Background: an optimization exercise with open tools, aiming at small area, a short achievable clock period and few clock cycles per item. Do not read the settings as production practice.
At most, simulation tests tie the RTL to the original design; equivalence was not proved.
The RTL of run 3 was laid out without a check of its function.

==> flow/design.v, too long to show whole: its modules and the start of the top module <==
// module dvpf_cfg: 54 lines
// module dvpf_chan: 5073 lines
// module dvpf_fa: 4 lines
// module dvpf_ha: 4 lines
// module dvpf_hs: 4 lines
// module dvpf_pg: 4 lines
// module dvpf_gc: 3 lines
// module dual_velocity_pi_feedforward: 127 lines
module dual_velocity_pi_feedforward (
	input  logic               clk,
	input  logic               arst_n,
	input  logic               sample_valid,
	output logic               sample_ready,
	input  logic signed [15:0] sample_target_a,
	input  logic signed [15:0] sample_target_b,
	input  logic signed [15:0] sample_speed_a,
	input  logic signed [15:0] sample_speed_b,
	output logic               command_valid,
	input  logic               command_ready,
	output logic signed [10:0] command_drive_a,
	output logic signed [10:0] command_drive_b,
	input  logic               cfg_valid,
	output logic               cfg_ready,
	input  logic [2:0]         cfg_index,
	input  logic [15:0]        cfg_data
);
  // ...
==> flow/flow/run.sh <==
#!/bin/bash
set -euo pipefail
bash standard.sh SETUP_SLACK_MARGIN=${SETUP_MARGIN:-7.0} finish > standard.log 2>&1
==> flow/standard.sh <==
#!/bin/bash
# synth_recipe.tcl (not shown) runs the flow's synth.tcl, then flattens the netlist and writes it again
# the make line also repeats each setting of config.mk as NAME=value (left out here)
make -C /OpenROAD-flow-scripts/flow DESIGN_CONFIG=/design/flow/config.mk WORK_HOME=/design/flow/orfs CLKGATE_MAP_FILE= SYNTH_SCRIPT=/design/flow/synth_recipe.tcl "${@:-finish}"
==> flow/config.mk <==
export PLATFORM = sky130hd
export DESIGN_NAME = dual_velocity_pi_feedforward
export DESIGN_NICKNAME = dual_velocity_pi_feedforward
export VERILOG_FILES = /design/flow/design.v
export SDC_FILE = /design/flow/constraint.sdc
export NUM_CORES = 4
export LEC_CHECK = 0
export CAP_MARGIN = 20
export CORE_MARGIN = 2
export CORE_UTILIZATION = 60
export SLEW_MARGIN = 20
export SYNTH_HIERARCHICAL = 1
export SYNTH_MINIMUM_KEEP_SIZE = 0
==> flow/constraint.sdc <==
create_clock -name core_clock -period 11.0 [get_ports {clk}]
set_input_delay 2.2000 -clock core_clock [delete_from_list [all_inputs] [get_ports {clk}]]
set_output_delay 2.2000 -clock core_clock [all_outputs]
set_load 0.01 [all_outputs]
==> results by group, run 1 <==
Run status
  • Status: no timing/DRC/antenna violations

Clock tree
  • Post-CTS sizing: 8
  • CTS tree: yes
  • H-tree Lvls: 4
  • CTS sink count: 1248
  • Max clock buf depth: 3

Yosys
  • Synth Area in Compound Gates: 13.91%
  • Synth Area in XOR/XNOR: 12.72%
  • Area contributors post-synth: fa_1 25%, dfxtp_1 18%, xnor2_1 10%
  • Async SR Flop Fraction: 19.63%
  • Syn. warnings: 9
  • Simple logic cell fraction of the synthesized area: 4.042%

Worst setup path
  • Worst path depth: 1
  • WP data arrival: 1.74 ns
  • FF-to-FF Start: u_cfg.ka[8]
  • Max Fanout on Critical Path: 1

Final layout
  • Inverters, non-clock: 346
  • Sequential cell area: 27870 µm²
  • Max reg flops: 132
  • Top flop regs: ring x132, u_chan_a.fr0 x33, u_chan_b.fr0 x33
  • FFs & Latches: 1248
  • Clock Buffer Count: 200
  • Final Cell Area: 99950 µm²

Placed design
  • Placed Cells incl. Taps: 9703
  • Hpwl dp: 191400 µm

Min path
  • Hold Path Class: reg -> reg

Routing
  • DR vias/cell: 6.195
  • First-pass iteration count of the detailed router: 7
  • Highest Signal Layer: met4
  • Routed WL: 258700 µm

STA
  • Crit path setup slack, layout: 7.059 ns
  • Period utilization: 35.83%

Global routing
  • Gr usage total: 33.10%

Floorplanning
  • Die area: 158200 µm²
Testbench counts, summed over its fixed seeds: cycles 16,224, items 16,000.
==> run 2, diff against run 1 <==
==> flow/flow/run.sh (replaced) <==
#!/bin/bash
set -euo pipefail
bash standard.sh SETUP_SLACK_MARGIN=${SETUP_MARGIN:-7.5} \
	"BUFFER_PORTS_ARGS=-buffer_cell sky130_fd_sc_hd__buf_2" finish > standard.log 2>&1
==> run 2 against run 1 <==
Compared with the run above: sequential share of layout area is 0.11 points lower; fmax is 6.9% higher; register-to-register slack better by 0.24 ns; critical endpoint is now command_drive_a[7].
==> results by group, run 2 <==
Yosys
  • Synth top area share: 24.90% (unchanged)
  • Most numerous cell in the Yosys netlist: fa_1 (unchanged)
  • Yosys top cell by area: fa_1 (unchanged)
  • Main combinational cell family by area after synthesis: adder cells (unchanged)
  • Synth Area in Adders: 32.93% (unchanged)
  • Synth Flop Type: dfxtp_1 (unchanged)
  • Syn nets: 9961 (unchanged)
  • Cell variety after synth: 53 (unchanged)
  • Area contributors post-synth: fa_1 25%, dfxtp_1 18%, xnor2_1 10% (unchanged)
  • Seq/Total Area, Yosys: 29.85% (unchanged)
  • Async SR Flop Fraction: 19.63% (unchanged)
  • Top post-synthesis cells by count: 1157 x fa_1, 1112 x xnor2_1, 1025 x a22oi_1 (unchanged)
  • Mapped Area: 93020 µm² (unchanged)
  • Yosys reg bits: 1248 (unchanged)
  • Post-synthesis mux area share: 2.090% (unchanged)
  • Synth Area in XOR/XNOR: 12.72% (unchanged)
  • Syn. warnings: 9 (unchanged)
  • Synth Area in Compound Gates: 13.91% (unchanged)
  • Number of synthesized flops with an enable pin: 154 (unchanged)
  • Simple logic cell fraction of the synthesized area: 4.042% (unchanged)
  • Gate Count Post-Synth: 8121 (unchanged)
  • Syn Area/Cell: 11.45 µm² (unchanged)

Worst setup path
  • Worst path depth: 1 (unchanged)
  • WS Path Type: reg -> out (unchanged)
  • Slowest cell delay on critical path: 0.50 ns (was 0.56 ns)
  • CP required: 8.80 ns (about the same)
  • Top cell family by delay on the critical path: flip-flops (was buffers and inverters)
  • R2r setup slk: 7.39 ns (was 7.15 ns)
  • Worst Reg-to-Reg Cells: 15 (was 7)
  • Critical path buffers and inverters: 1 (unchanged)
  • FF-to-FF Start: u_chan_b.integ_q[9] (was u_cfg.ka[8])
  • Slowest cell on the critical path: edfxtp_1 (was clkdlybuf4s50_1)
  • Worst-path cell chain: buf_2 (was clkdlybuf4s50_1)
  • WP data arrival: 1.49 ns (was 1.74 ns)
  • Worst R2R End: u_chan_b.integ_q[3] (was u_chan_a.kr1_1[14])
  • Max Fanout on Critical Path: 1 (unchanged)
  • CP Capture Type: output port (unchanged)
  • Critical path startpoint: command_drive_a[7] (was command_drive_a[8])
  • CP Launch Type: flip-flop (unchanged)
  • End of the critical path: command_drive_a[7] (was command_drive_a[8])

Final layout
  • Total Nets Final: 9710 (was 9645)
  • Fin util: 65.71% (was 64.88%)
  • Final Cell Area: 101200 µm² (was 99950 µm²)
  • Max reg flops: 132 (unchanged)
  • Fillers: 12.03k (was 12.12k)
  • Commonest cells after routing, fill and taps aside: 1134 x fa_1, 1111 x xnor2_1, 1025 x a22oi_1 (was 1157 x fa_1, 1112 x xnor2_1, 1025 x a22oi_1)
  • Layout area overhead: 8.816% (was 7.445%)
  • Sequential cell area: 28110 µm² (was 27870 µm²)
  • Top flop regs: ring x132, u_chan_a.fr0 x33, u_chan_b.fr0 x33 (unchanged)
  • Share of cells above drive strength 1: 11.18% (was 7.158%)
  • Combined area of the multi-input logic cells: 61520 µm² (was 61150 µm²)
  • Commonest non-fill, non-tap cell in the layout: fa_1 (unchanged)
  • Top reg by flops: ring (unchanged)

Routing
  • Routed WL per cell: 27.07 µm (was 25.96 µm)
  • Via count: 62.70k (was 61.74k)
  • Antenna Nets Post-Route: 0 (unchanged)
  • Drt drc: 0 (unchanged)
  • Iter 0 DRT Violations: 5584 (was 5185)
  • First-pass iteration count of the detailed router: 6 (was 7)
  • DR vias/cell: 6.246 (was 6.195)
  • Routed WL: 271800 µm (was 258700 µm)

STA
  • Max Slew Vio Count: 0 (unchanged)
  • F_max: 0.2713 GHz (was 0.2538 GHz)
  • Slew headroom: 21.19% (was 19.89%)
  • Unrepaired setup endpoints after global routing: true (unchanged)
  • Setup TNS: 0 ns (unchanged)
  • Slew @ Worst Pin: 1.182 ns (was 1.202 ns)
  • Final setup vio count: 0 (unchanged)
  • Period utilization: 33.51% (was 35.83%)
  • Worst Skew: 0.02825 ns (was 0.04240 ns)
  • Final hold vios: 0 (unchanged)
  • Final Critical Period: 3.686 ns (was 3.941 ns)

Floorplanning
  • # rows: 144 (unchanged)
  • Die area: 158200 µm² (unchanged)
  • Chip height: 397.8 µm (unchanged)
  • Ports: 113 (unchanged)
  • Core Box Area: 154000 µm² (unchanged)
  • Overall die width: 397.8 µm (unchanged)
  • Starting Density: 60.39% (unchanged)

Global routing
  • Congestion Overflow GR: 0 (unchanged)
  • Gr usage total: 34.08% (was 33.10%)
  • Largest net degree at the start of global routing: 79 (was 81)
  • Vias in the first global route: 67.06k (was 66.56k)
  • Initial antenna violation count: 4 (was 2)
  • First-pass GRT wire length: 407900 µm (was 399400 µm)

Run
  • Max_cap viols: 0 (unchanged)

Clock tree
  • CTS sink count: 1248 (unchanged)
  • Cts hold-fix bufs: 0 (unchanged)
  • TritonCTS buffer count: 145 (was 144)
  • H-tree Lvls: 4 (unchanged)
  • CTS root buffer: clkbuf_16 (unchanged)
  • Max clock buf depth: 3 (unchanged)
  • CTS tree: yes (unchanged)
  • Clock Latency Late Sink: 0.79 ns (about the same)
  • Clk slew on worst S/H paths: 0.06 ns (about the same)

Placed design
  • RePlAce Congestion: 0.9250 (was 0.8945)
  • Number of buffers added on ports: 111 (unchanged)
  • Placed cell areas: 94370 µm² (was 94990 µm²)
  • Hpwl dp: 194400 µm (was 191400 µm)

Run status
  • Status: no timing/DRC/antenna violations (unchanged)

Min path
  • Hold Path Class: reg -> reg (unchanged)
-- run 2: metrics by stage --
stage                     setup slack (ns)  std cells  hold slack, ns
after floorplan                      7.443       8121          0.3096
after global placement               6.535       9691          0.3117
after detailed placement             6.485       9691          0.3121
after CTS                            7.279       9995          0.3136
after global routing                 7.265      10040          0.3298
final                                7.314      10040          0.3233
-- run 2: logic make-up (layout without fill, tap and decap cells) --
logic type / count (synthesis) / in the layout
DFF: 1248 / 1248
buffers and inverters: 1055 / 927
xor gates and xnor gates: 1351 / 1351
and+or+nand+nor: 717 / 717
other: 1 / 2
muxes: 182 / 182
adders and majority gates: 1755 / 1755
AOI/OAI and AO/OA: 1812 / 1812
-- run 2: metal layers --
layer	global-route usage, %	up-vias	wire, µm
li1	-	26970	-
met4	14.04	0	10750
met1	45.20	32160	111600
met2	54.91	2979	126200
met5	0	-	0
met3	6.730	579	23270
-- run 2: worst min path at each step --
stage / from / end / cells past startpoint
4_1_cts: u_chan_b.e1[2] / u_chan_b.e2[2] / 0
3_5_place_dp: u_chan_b.e1[14] / u_chan_b.e2[14] / 0
3_3_place_gp: u_chan_b.e1[7] / u_chan_b.e2[7] / 0
6_report: u_chan_b.e1[2] / u_chan_b.e2[2] / 0
2_1_floorplan: u_chan_a.e1[0] / u_chan_a.e2[0] / 0
5_1_grt: u_chan_b.e1[7] / u_chan_b.e2[7] / 0
-- run 2: Yosys stat by module (local to each module, per instance) --
module                        cells inside  copies in the design  flip-flops and latches  cell area (µm²)
dvpf_chan                             2377                     2                     467            23060
dvpf_pg                                  2                   286                       0            13.76
dvpf_gc                                  1                   204                       0            7.507
dvpf_hs                                  2                    34                       0            16.27
dvpf_cfg                               465                     1                     139             5009
dual_velocity_pi_feedforward           428                     1                     175             6935
dvpf_ha                                  1                   492                       0            12.51
dvpf_fa                                  1                  1138                       0            20.02
-- run 2: cell type report --
| cell class | count | area share, % |
|---|---|---|
| diodes | 1 | 0.002472 |
| clock buffers | 203 | 4.132 |
| clock inverters | 67 | 0.8269 |
| inverters | 346 | 1.288 |
| multi-input cells | 5818 | 60.78 |
| flip-flops and latches | 1248 | 27.77 |
| well taps | 2044 | 2.527 |
| repair buffers | 311 | 2.675 |
-- run 2: timing repair --
action	in CTS	in global routing
setup buffers	29	41
hold endpoints to repair	0	0
pin swaps	58	36
setup endpoints to repair	310	240
cloned	5	0
gates resized for setup	193	112
==> module dual_velocity_pi_feedforward, before the edit <==
module dual_velocity_pi_feedforward (
	input  logic               clk,
	input  logic               arst_n,
	input  logic               sample_valid,
	output logic               sample_ready,
	input  logic signed [15:0] sample_target_a,
	input  logic signed [15:0] sample_target_b,
	input  logic signed [15:0] sample_speed_a,
	input  logic signed [15:0] sample_speed_b,
	output logic               command_valid,
	input  logic               command_ready,
	output logic signed [10:0] command_drive_a,
	output logic signed [10:0] command_drive_b,
	input  logic               cfg_valid,
	output logic               cfg_ready,
	input  logic [2:0]         cfg_index,
	input  logic [15:0]        cfg_data
);
	localparam int DEPTH = 5;
	localparam int QD = DEPTH + 1;
	localparam int CREDITS = QD + 1;
	dvpf_pkg::booth_t   kf, ka, kp, ki;
	logic               ki_top;
	logic [10:0]        lim_hi_n, lim_lo_n;
	logic [DEPTH-1:0]   vq;
	logic               push;
	logic signed [10:0] drive_a, drive_b;
	logic               accept, take, q0_free, ring_any;
	logic [4:0]         owed, owed_nx;
	logic [2:0]         head, tail, fill, head_inc, tail_inc, fill_free, fill_held;
	logic [21:0]        ring [QD];
	assign push          = vq[DEPTH-1];
	assign accept        = sample_valid & sample_ready;
	assign take          = command_valid & command_ready;
	assign q0_free       = !command_valid | command_ready;
	assign ring_any      = fill != 3'd0;
	assign head_inc      = (head == 3'(QD - 1)) ? 3'd0 : head + 3'd1;
	assign tail_inc      = (tail == 3'(QD - 1)) ? 3'd0 : tail + 3'd1;
	assign fill_free     = ring_any ? fill - 3'd1 + 3'(push) : 3'd0;
	assign fill_held     = fill + 3'(push);
	assign owed_nx       = owed + 5'(accept) - 5'(take);
	always_ff @(posedge clk or negedge arst_n) begin
		if (!arst_n) begin
			vq            <= '0;
			owed          <= '0;
			sample_ready  <= 1'b0;
			command_valid <= 1'b0;
			head          <= '0;
			tail          <= '0;
			fill          <= '0;
		end else begin
			vq           <= {vq[DEPTH-2:0], accept};
			owed         <= owed_nx;
			if (accept & !take)
				sample_ready <= owed < 5'(CREDITS - 1);
			else if (take & !accept)
				sample_ready <= owed < 5'(CREDITS + 1);
			else
				sample_ready <= owed < 5'(CREDITS);
			if (q0_free) begin
				command_valid <= ring_any | push;
				fill          <= fill_free;
				if (ring_any)
					head <= head_inc;
				if (ring_any & push)
					tail <= tail_inc;
			end else begin
				fill <= fill_held;
				if (push)
					tail <= tail_inc;
			end
		end
	end
	always_ff @(posedge clk) begin
		if (q0_free)
			{command_drive_a, command_drive_b} <= ring_any ? ring[head] : {drive_a, drive_b};
		if (push)
			ring[tail] <= {drive_a, drive_b};
	end
	dvpf_cfg u_cfg (
		.clk       (clk),
		.arst_n    (arst_n),
		.cfg_valid (cfg_valid),
		.cfg_ready (cfg_ready),
		.cfg_index (cfg_index),
		.cfg_data  (cfg_data),
		.kf        (kf),
		.ka        (ka),
		.kp        (kp),
		.ki        (ki),
		.ki_top    (ki_top),
		.lim_hi_n  (lim_hi_n),
		.lim_lo_n  (lim_lo_n)
	);
	dvpf_chan u_chan_a (
		.clk    (clk),
		.arst_n (arst_n),
		.v0     (vq[0]),
		.v2     (vq[2]),
		.kf_one (kf.one), .kf_two (kf.two), .kf_neg (kf.neg),
		.ka_one (ka.one), .ka_two (ka.two), .ka_neg (ka.neg),
		.kp_one (kp.one), .kp_two (kp.two), .kp_neg (kp.neg),
		.ki_one (ki.one), .ki_two (ki.two), .ki_neg (ki.neg),
		.ki_top (ki_top),
		.lim_hi_n (lim_hi_n),
		.lim_lo_n (lim_lo_n),
		.target (sample_target_a),
		.speed  (sample_speed_a),
		.drive  (drive_a)
	);
	dvpf_chan u_chan_b (
		.clk    (clk),
		.arst_n (arst_n),
		.v0     (vq[0]),
		.v2     (vq[2]),
		.kf_one (kf.one), .kf_two (kf.two), .kf_neg (kf.neg),
		.ka_one (ka.one), .ka_two (ka.two), .ka_neg (ka.neg),
		.kp_one (kp.one), .kp_two (kp.two), .kp_neg (kp.neg),
		.ki_one (ki.one), .ki_two (ki.two), .ki_neg (ki.neg),
		.ki_top (ki_top),
		.lim_hi_n (lim_hi_n),
		.lim_lo_n (lim_lo_n),
		.target (sample_target_b),
		.speed  (sample_speed_b),
		.drive  (drive_b)
	);
endmodule
==> run 3, diff against run 2 <==
--- a/flow/design.v
+++ b/flow/design.v
@@ -5208,6 +5208,7 @@
 	logic [4:0]         owed, owed_nx;
 	logic [2:0]         head, tail, fill, head_inc, tail_inc, fill_free, fill_held;
 	logic [21:0]        ring [QD];
+	logic [21:0]        q0, q0_next;
 	assign push          = vq[DEPTH-1];
 	assign accept        = sample_valid & sample_ready;
 	assign take          = command_valid & command_ready;
@@ -5218,6 +5219,8 @@
 	assign fill_free     = ring_any ? fill - 3'd1 + 3'(push) : 3'd0;
 	assign fill_held     = fill + 3'(push);
 	assign owed_nx       = owed + 5'(accept) - 5'(take);
+	assign q0_next       = ring_any ? ring[head] : {drive_a, drive_b};
+	assign {command_drive_a, command_drive_b} = q0;
 	always_ff @(posedge clk or negedge arst_n) begin
 		if (!arst_n) begin
 			vq            <= '0;
@@ -5236,8 +5239,8 @@
 				sample_ready <= owed < 5'(CREDITS + 1);
 			else
 				sample_ready <= owed < 5'(CREDITS);
+			command_valid <= (command_valid & !command_ready) | ring_any | push;
 			if (q0_free) begin
-				command_valid <= ring_any | push;
 				fill          <= fill_free;
 				if (ring_any)
 					head <= head_inc;
@@ -5252,7 +5255,7 @@
 	end
 	always_ff @(posedge clk) begin
 		if (q0_free)
-			{command_drive_a, command_drive_b} <= ring_any ? ring[head] : {drive_a, drive_b};
+			q0 <= q0_next;
 		if (push)
 			ring[tail] <= {drive_a, drive_b};
 	end
==> flow/flow/run.sh (replaced) <==
#!/bin/bash
set -euo pipefail
bash standard.sh SETUP_SLACK_MARGIN=${SETUP_MARGIN:-7.7} \
	"BUFFER_PORTS_ARGS=-buffer_cell sky130_fd_sc_hd__buf_2" finish > standard.log 2>&1
--- a/flow/config.mk
+++ b/flow/config.mk
@@ -7,7 +7,8 @@
 export LEC_CHECK = 0
 export CAP_MARGIN = 20
 export CORE_MARGIN = 2
-export CORE_UTILIZATION = 60
+export CORE_UTILIZATION = 72
+export PLACE_DENSITY = 0.78
 export SLEW_MARGIN = 20
 export SYNTH_HIERARCHICAL = 1
 export SYNTH_MINIMUM_KEEP_SIZE = 0
==> run 3 against run 2 <==
Compared with the run above: die area shrank 16%; sequential share of layout area shrank 0.39 points; flip-flop and latch count is the same; still clean on timing, DRC and antenna; final cell count shrank 2.9%; worst hold slack gained 0.0029 ns; non-clock buffer count grew 95; critical path depth grew 13; first-iteration DRC count grew 64%; critical endpoint is now u_chan_b.integ_q[18]; design area grew 1.5%; synthesized area is essentially flat; clock-buffer cell count shrank 29.
==> results by group, run 3 <==
Run status
  • Status: no timing/DRC/antenna violations (unchanged)

Floorplanning
  • Core Box Area: 127800 µm² (was 154000 µm²)
  • # rows: 131 (was 144)
  • Chip height: 363.5 µm (was 397.8 µm)
  • Ports: 113 (unchanged)
  • Overall die width: 363.5 µm (was 397.8 µm)
  • Die area: 132100 µm² (was 158200 µm²)
  • Starting Density: 72.77% (was 60.39%)

Worst setup path
  • CP Launch Type: flip-flop (unchanged)
  • Max Fanout on Critical Path: 3 (was 1)
  • CP required: 11.64 ns (was 8.80 ns)
  • WS Path Type: reg -> reg (was reg -> out)
  • CP Capture Type: flip-flop (was output port)
  • WP data arrival: 4.23 ns (was 1.49 ns)

Final layout
  • Fillers: 7673 (was 12.03k)
  • Top flop regs: ring x132, u_chan_a.fr0 x33, u_chan_b.fr0 x33 (unchanged)
  • Total Nets Final: 9799 (was 9710)
  • Commonest non-fill, non-tap cell in the layout: fa_1 (unchanged)
  • Commonest cells after routing, fill and taps aside: 1091 x fa_1, 1087 x xnor2_1, 966 x a22oi_1 (was 1134 x fa_1, 1111 x xnor2_1, 1025 x a22oi_1)
  • Combined area of the multi-input logic cells: 62430 µm² (was 61520 µm²)
  • Top reg by flops: ring (unchanged)
  • Max reg flops: 132 (unchanged)
  • Share of cells above drive strength 1: 14.70% (was 11.18%)
  • Layout area overhead: 10.48% (was 8.816%)
  • Sequential cell area: 28150 µm² (was 28110 µm²)

Global routing
  • Congestion Overflow GR: 0 (unchanged)
  • Initial antenna violation count: 17 (was 4)
  • GRT busiest layer: met2 (unchanged)
  • Vias in the first global route: 68.72k (was 67.06k)
  • Largest net degree at the start of global routing: 69 (was 79)
  • GR Util met2: 62.69% (was 54.91%)
  • Gr usage total: 42.02% (was 34.08%)
  • Met3 Use GR: 15.10% (was 6.730%)
  • First-pass GRT wire length: 416500 µm (was 407900 µm)
  • Met1 usage: 54.18% (was 45.20%)

STA
  • Slew @ Worst Pin: 1.221 ns (was 1.182 ns)
  • Final Critical Period: 3.598 ns (was 3.686 ns)
  • Max Slew Vio Count: 0 (unchanged)
  • Unrepaired setup endpoints after global routing: true (unchanged)
  • Worst Skew: 0.04336 ns (was 0.02825 ns)
  • Period utilization: 32.71% (was 33.51%)
  • F_max: 0.2780 GHz (was 0.2713 GHz)
  • Final setup vio count: 0 (unchanged)
  • Slew headroom: 18.62% (was 21.19%)
  • Setup TNS: 0 ns (unchanged)
  • Final hold vios: 0 (unchanged)

Placed design
  • RePlAce Congestion: 0.9711 (was 0.9250)
  • Hpwl dp: 188600 µm (was 194400 µm)
  • Number of buffers added on ports: 111 (unchanged)

Yosys
  • Seq/Total Area, Yosys: 29.84% (was 29.85%)
  • Gate Count Post-Synth: 8121 (unchanged)
  • Mapped Area: 93040 µm² (was 93020 µm²)
  • Syn. warnings: 9 (unchanged)
  • Syn Area/Cell: 11.46 µm² (was 11.45 µm²)
  • Top post-synthesis cells by count: 1157 x fa_1, 1112 x xnor2_1, 1025 x a22oi_1 (unchanged)
  • Syn nets: 9961 (unchanged)
  • Cell variety after synth: 56 (was 53)
  • Yosys reg bits: 1248 (unchanged)
  • Synth top area share: 24.90% (about the same)
  • Area contributors post-synth: fa_1 25%, dfxtp_1 18%, xnor2_1 10% (unchanged)
  • Most numerous cell in the Yosys netlist: fa_1 (unchanged)
  • Async SR Flop Fraction: 19.63% (unchanged)
  • Number of synthesized flops with an enable pin: 154 (unchanged)
  • Yosys top cell by area: fa_1 (unchanged)
  • Synth Flop Type: dfxtp_1 (unchanged)

Run
  • Max_cap viols: 0 (unchanged)

Routing
  • DR vias/cell: 6.793 (was 6.246)
  • Drt drc: 0 (unchanged)
  • First-pass iteration count of the detailed router: 7 (was 6)
  • Via count: 66.18k (was 62.70k)
  • Routed WL: 282600 µm (was 271800 µm)
  • Antenna Nets Post-Route: 0 (unchanged)
  • Iter 0 DRT Violations: 9152 (was 5584)
  • Routed WL per cell: 29.01 µm (was 27.07 µm)

Min path
  • Hold Path Class: reg -> reg (unchanged)

Clock tree
  • Clock Latency Late Sink: 0.80 ns (was 0.79 ns)
  • H-tree Lvls: 4 (unchanged)
  • Clk slew on worst S/H paths: 0.06 ns (about the same)
  • TritonCTS buffer count: 137 (was 145)
  • CTS sink count: 1248 (unchanged)
  • CTS tree: yes (unchanged)
  • Max clock buf depth: 3 (unchanged)
  • Cts hold-fix bufs: 0 (unchanged)
  • CTS root buffer: clkbuf_16 (unchanged)
run 3: cell count changes after synthesis, sizes merged:
cell    delta
buf        -1
bufbuf     +1
run 3: worst max-delay path: stages (launching register included):
cell      delay (ns)
dfrtp_1         0.40
fa_2            0.60
fa_1            0.42
ha_1            0.31
and2_1          0.18
a21o_1          0.16
a21o_1          0.18
a21o_1          0.18
a21o_1          0.21
xor2_4          0.18
buf_6           0.13
buf_6           0.12
mux2i_1         0.11
o211ai_1        0.19
o21ai_1         0.09
run 3: kinds of logic (layout without fill, tap and decap cells):
kind of cell	after synthesis	after routing	share of synthesized area [%]
mux	182	182	2.090
buf+inv	1055	1007	4.467
fa+ha+maj	1755	1755	32.93
flops	1248	1248	29.84
compound gates	1812	1812	13.91
simple gates	717	717	4.041
xor+xnor	1351	1353	12.72
other cells	1	7	0.004031
run 3: per-stage QoR:
stage	cell area [µm²]	util (%)	instances	worst slack, ns	hold WS [ns]
after floorplan	93160	-	8121	7.461	0.3096
after global placement	93850	73.41	9297	6.575	0.3109
after detailed placement	93850	73.41	9297	6.511	0.3121
after CTS	100600	78.66	9645	7.407	0.3260
after global routing	102800	80.39	9737	7.272	0.3294
final	102800	80.40	9743	7.402	0.3262
run 3: worst paths after layout:
check | startpoint | end | slack, ns | depth (start not counted)
max in group asynchronous | arst_n | vq[0] | 7.96 | 3
min in group asynchronous | arst_n | u_chan_b.integ_q[3] | 1.34 | 1
worst min-delay path | u_chan_b.e1[6] | u_chan_b.e2[6] | 0.33 | 0
worst max register to register | u_chan_b.integ_q[11] | u_chan_b.integ_q[18] | 7.40 | 14
worst max-delay path | u_chan_b.integ_q[11] | u_chan_b.integ_q[18] | 7.40 | 14
worst min register to register | u_chan_b.e1[6] | u_chan_b.e2[6] | 0.33 | 0
run 3: metal layers:
metal / vias to the layer above / routed length, µm
li1: 27160 / -
met1: 32870 / 103200
met2: 4935 / 122200
met5: - / 61
met4: 10 / 17910
met3: 1213 / 39190
run 3: timing repair:
item                                    CTS  global route
endpoints found under the setup margin  401           210
gates cloned                              3             4
endpoints found under the hold margin     0             0
setup buffers                            90            88
resized for setup                       292           298
pin swaps                                55           123
run 3: final cells by class:
| type | count | area share, % |
|---|---|---|
| multi-input combinational | 5820 | 60.74 |
| antenna | 6 | 0.01461 |
| tap | 1662 | 2.023 |
| clock buffer | 174 | 3.638 |
| inverter | 346 | 1.268 |
| sequential | 1248 | 27.38 |
| timing repair buffer | 406 | 3.894 |
| clock inverter | 81 | 1.042 |
run 3: Yosys stat by module (local to each module, per instance):
module	cells	times used	cell area [µm²]
dual_velocity_pi_feedforward	428	1	6950
dvpf_cfg	465	1	5009
dvpf_chan	2377	2	23060
dvpf_fa	1	1138	20.02
dvpf_gc	1	204	7.507
dvpf_ha	1	492	12.51
dvpf_hs	2	34	16.27
dvpf_pg	2	286	13.76

==> static timing again, ports no longer ideal <==
The flow's constraints put no driver on any port. The routed layouts listed below were extracted and timed again, unchanged, in two steps.
Step 1 assumes that a clkbuf_16 drives the clock port and a buf_2 every other input.
Step 2 times the ports against the registers' clock, not the clock port: input delays grow and output delays shrink by t, the midpoint of the rising clock arrivals with the driver on.
a / b / c = ideal / step 1 / step 2; a / b = the first two.
run	t, ns	slack for setup (ns)	slew at the worst register clock pin (ns)	pins driven straight from the clock port
run 1	0.861	7.059 / 6.970 / 6.659	0.07 / 0.07	1
run 2	0.856	7.314 / 7.236 / 7.153	0.07 / 0.07	1
run 3	0.853	7.402 / 7.375 / 7.124	0.07 / 0.07	1
After both steps setup and hold are still met in every run listed. The setup slack of run 1, which loses most, moves by -0.089 ns with the drivers and by -0.400 ns with both steps. The worst setup slack also covers recovery checks on asynchronous resets.
